This is an optimization exercise on Yosys and OpenROAD, whose aim is small area, a short achievable clock period and few clock cycles per item, not a production implementation. The RTL was checked by simulation tests, not by an equivalence proof against the original design. Power and IR drop assume default switching activity.

== tundra ==
==> flow/design.v (excerpt) <==
module linear_key_value_table_core #(
   parameter int DEPTH    = lkv_pkg::DEPTH_DEFAULT,
   parameter int KEY_BITS = lkv_pkg::KEY_BITS_DEFAULT
) (
   input  logic                              clock,
   input  logic                              reset,
   input  logic                              req_valid,
   output logic                              req_ready,
   input  logic [lkv_pkg::REQ_TYPE_W-1:0]    req_type,
   input  logic [lkv_pkg::KEY_W-1:0]         req_key,
   input  logic [lkv_pkg::VALUE_W-1:0]       req_value,
   output logic                              rsp_valid,
   input  logic                              rsp_ready,
   output logic [lkv_pkg::STATUS_W-1:0]      rsp_status,
   output logic [lkv_pkg::VALUE_W-1:0]       rsp_value_out,
   output logic [lkv_pkg::ENTRY_COUNT_W-1:0] rsp_entry_count,
   output logic                              rsp_is_empty
);
For scale: about 1100 flip-flops, ~110 I/O pins, ~45000 sq um of cells after synthesis.
==> flow/config.mk <==
export PLATFORM = sky130hd
export DESIGN_NAME = linear_key_value_table_core
export DESIGN_NICKNAME = linear_key_value_table_core
export VERILOG_FILES = /design/flow/design.v
export SDC_FILE = /design/flow/constraint.sdc
export NUM_CORES = 4
export LEC_CHECK = 0
export CAP_MARGIN = 20
export CORE_MARGIN = 2
export CORE_UTILIZATION = 60
export CTS_CLUSTER_DIAMETER = 90
export CTS_CLUSTER_SIZE = 30
export SETUP_SLACK_MARGIN = 2.6
export SLEW_MARGIN = 20
==> flow/constraint.sdc <==
create_clock -name core_clock -period 5.0 [get_ports {clock}]
set_input_delay 1.0000 -clock core_clock [delete_from_list [all_inputs] [get_ports {clock}]]
set_output_delay 1.0000 -clock core_clock [all_outputs]
set_load 0.01 [all_outputs]
standard.sh (not shown) runs the stock make flow with config.mk's settings and CLKGATE_MAP_FILE= SYNTH_SCRIPT=/design/flow/synth_recipe.tcl, a recipe that flattens the netlist after the stock synthesis.
==> flow/flow/run.sh <==
#!/bin/bash
# The standard layout, with plain buffers (not delay cells) on the ports and a clock tree
# with fewer buffers along its wires
set -euo pipefail
bash standard.sh BUFFER_PORTS_ARGS="-buffer_cell sky130_fd_sc_hd__buf_4" CTS_BUF_DISTANCE=200 finish > standard_flow.log 2>&1
Testbench counts of tundra, summed over its fixed seeds: cycles 12,016, items 12,000.
Inputs modified between tundra and sierra:
Settings: SETUP_SLACK_MARGIN now 2.8, was 2.6; CTS_CLUSTER_DIAMETER no longer set, was 90; CTS_CLUSTER_SIZE no longer set, was 30.
==> flow/flow/run.sh <==
#!/bin/bash
# The standard layout, with plain buffers (not delay cells) on the ports
set -euo pipefail
bash standard.sh BUFFER_PORTS_ARGS="-buffer_cell sky130_fd_sc_hd__buf_4" finish > standard_flow.log 2>&1
Notes after the runs:
In sierra, the met1 usage in global routing came out 6.0 points above the value in tundra.
Looking at final worst slack across both flows, sierra is the weaker of the two, with tundra ahead.
Relative to tundra, the area of the multi-input gates of sierra is higher by 420 sq um.
Per the comparison of sierra with tundra, cell area after placement did not really move; portion of total power attributed to the clock network went up.
Changes in indigo relative to sierra:
Settings: CORE_UTILIZATION now 75, was 60; SETUP_SLACK_MARGIN now 2.6, was 2.8.
### Flow results
Taking sierra as the reference, in indigo die area went down by 20%; wire length of the first global-routing pass shrank by about 6%. The lower final net count of sierra and indigo is in indigo. On indigo: wire length after detailed routing is about 6% lower than what sierra gave. Combinational power (indigo over sierra): decrease, about 17%. On indigo: post-layout minimum cycle time is 31 ps lower than what sierra gave. Of sierra and indigo, the run reporting the lower setup slack was sierra. Compared with sierra, in indigo clock share of power went down, final sum of negative setup slack closely matched the old numbers. Summary of indigo over sierra: worst hold slack increased 120 ps; fmax increased 4.8 MHz.


linear_key_value_table_core again, from the RTL that the note above started with.
==> flow/config.mk <==
export PLATFORM = sky130hd
export DESIGN_NAME = linear_key_value_table_core
export DESIGN_NICKNAME = linear_key_value_table_core
export VERILOG_FILES = /design/flow/design.v
export SDC_FILE = /design/flow/constraint.sdc
export NUM_CORES = 4
export LEC_CHECK = 0
export CAP_MARGIN = 20
export CORE_MARGIN = 2
export CORE_UTILIZATION = 60
export SETUP_SLACK_MARGIN = 2.6
export SLEW_MARGIN = 20
==> flow/constraint.sdc <==
create_clock -name core_clock -period 5.0 [get_ports {clock}]
set_input_delay 1.0000 -clock core_clock [delete_from_list [all_inputs] [get_ports {clock}]]
set_output_delay 1.0000 -clock core_clock [all_outputs]
set_load 0.01 [all_outputs]
==> flow/flow/run.sh <==
#!/bin/bash
# The standard layout, with plain buffers (not delay cells) on the ports
set -euo pipefail
bash standard.sh BUFFER_PORTS_ARGS="-buffer_cell sky130_fd_sc_hd__buf_4" finish > standard_flow.log 2>&1
The baseline completed without violations.
Testbench counts at the start, summed over its fixed seeds: cycles 12,016, items 12,000.
Next try:
==> flow/flow/run.sh (replaced) <==
#!/bin/bash
# The standard layout, with plain buffers (not delay cells) on the ports
set -euo pipefail
bash standard.sh BUFFER_PORTS_ARGS="-buffer_cell sky130_fd_sc_hd__buf_2" finish > standard_flow.log 2>&1
Settings changed: CORE_UTILIZATION 60 to 75.
Hold slack improved by 0.012 ns.
Non-clock buffer count grows by 13.
Total power is about the same.
Clock-buffer cell count fell by 2.
Maximum frequency climbs slightly.
Final area is lower slightly.
Next try:
==> flow/flow/run.sh (replaced) <==
#!/bin/bash
# The standard layout, with plain buffers (not delay cells) on the ports
set -euo pipefail
bash standard.sh BUFFER_PORTS_ARGS="-buffer_cell sky130_fd_sc_hd__buf_4" finish > standard_flow.log 2>&1
Settings changed: CORE_UTILIZATION 75 to 60, CTS_CLUSTER_DIAMETER from default to 90, CTS_CLUSTER_SIZE from default to 30.
Outcome: Wire length shrinks by about 1.6%; total power falls by about 16%; non-clock buffer count went up by 54; clock skew came out lower by 0.027 ns; critical path depth is higher by 7; clock power came out lower by 41%; die area is higher by about 25%; final area stays flat; clock-buffer cell count falls by 68.
Next try:
Settings changed: ABC_AREA from default to 1, CORE_UTILIZATION 60 to 75, CTS_CLUSTER_DIAMETER 90 to default, CTS_CLUSTER_SIZE 30 to default.
=> Wire length rose by 7.4%; maximum frequency stays flat; total power rose by 20%; cell area rose by 0.75%; clock-buffer cell count rose by 72; sequential cell count is unchanged; setup slack gains 0.0076 ns; die area fell by 18%.
Next try:
==> flow/flow/run.sh (replaced) <==
#!/bin/bash
# The standard layout, with plain buffers (not delay cells) on the ports
set -euo pipefail
bash standard.sh BUFFER_PORTS_ARGS="-buffer_cell sky130_fd_sc_hd__buf_1" finish > standard_flow.log 2>&1
Settings changed: ABC_AREA 1 to default.
=>
- The changed run ran to the end with no violations
- setup slack gets worse by 0.013 ns
- global-route usage shrinks by 2.4 points
- final area hardly moves
- utilization grows by 1.7 points

port drivers added, routing unchanged:
How much do the figures lean on ideal ports? The routed layouts below were timed once more, with nothing changed but the port constraints. Step 1 sets driving cells, clkbuf_16 on the clock port and buf_2 on the other inputs (assumed; they add their load-dependent delay and slew). Step 2 moves the port delays by t, midway between the first and last clock arrival at a register: inputs arrive t later, outputs are due t later. That takes back most of the time a late clock gives input paths. a / b / c = ideal / step 1 / step 2; a / b = the first two.
run | t (ns) | slack for setup (ns) | worst hold slack (ns) | worst setup path at the end | clock arrival spread, ns
tundra | 0.700 | 2.435 / 2.435 / 1.977 | 0.566 / 0.566 / 0.566 | input to register | 0.053 / 0.053
sierra | 0.738 | 2.431 / 2.431 / 1.923 | 0.490 / 0.490 / 0.490 | input to register | 0.025 / 0.024
indigo | 0.744 | 2.462 / 2.415 / 1.848 | 0.607 / 0.575 / 0.614 | input to register | 0.040 / 0.041
the first run of note 2 | 0.738 | 2.477 / 2.477 / 1.960 | 0.573 / 0.562 / 0.573 | input to register | 0.041 / 0.041
the second run of note 2 | 0.748 | 2.504 / 2.446 / 1.859 | 0.584 / 0.583 / 0.584 | input to register | 0.065 / 0.064
the third run of note 2 | 0.700 | 2.435 / 2.435 / 1.977 | 0.566 / 0.566 / 0.566 | input to register | 0.053 / 0.053
the fourth run of note 2 | 0.754 | 2.443 / 2.402 / 1.815 | 0.539 / 0.539 / 0.539 | input to register | 0.057 / 0.057
the fifth run of note 2 | 0.740 | 2.430 / 2.412 / 1.846 | 0.570 / 0.560 / 0.570 | input to register | 0.034 / 0.034
After both steps every run listed still meets setup and hold. The setup slack of the second run of note 2, which loses most, moves by -0.058 ns with the drivers and by -0.645 ns with both steps.
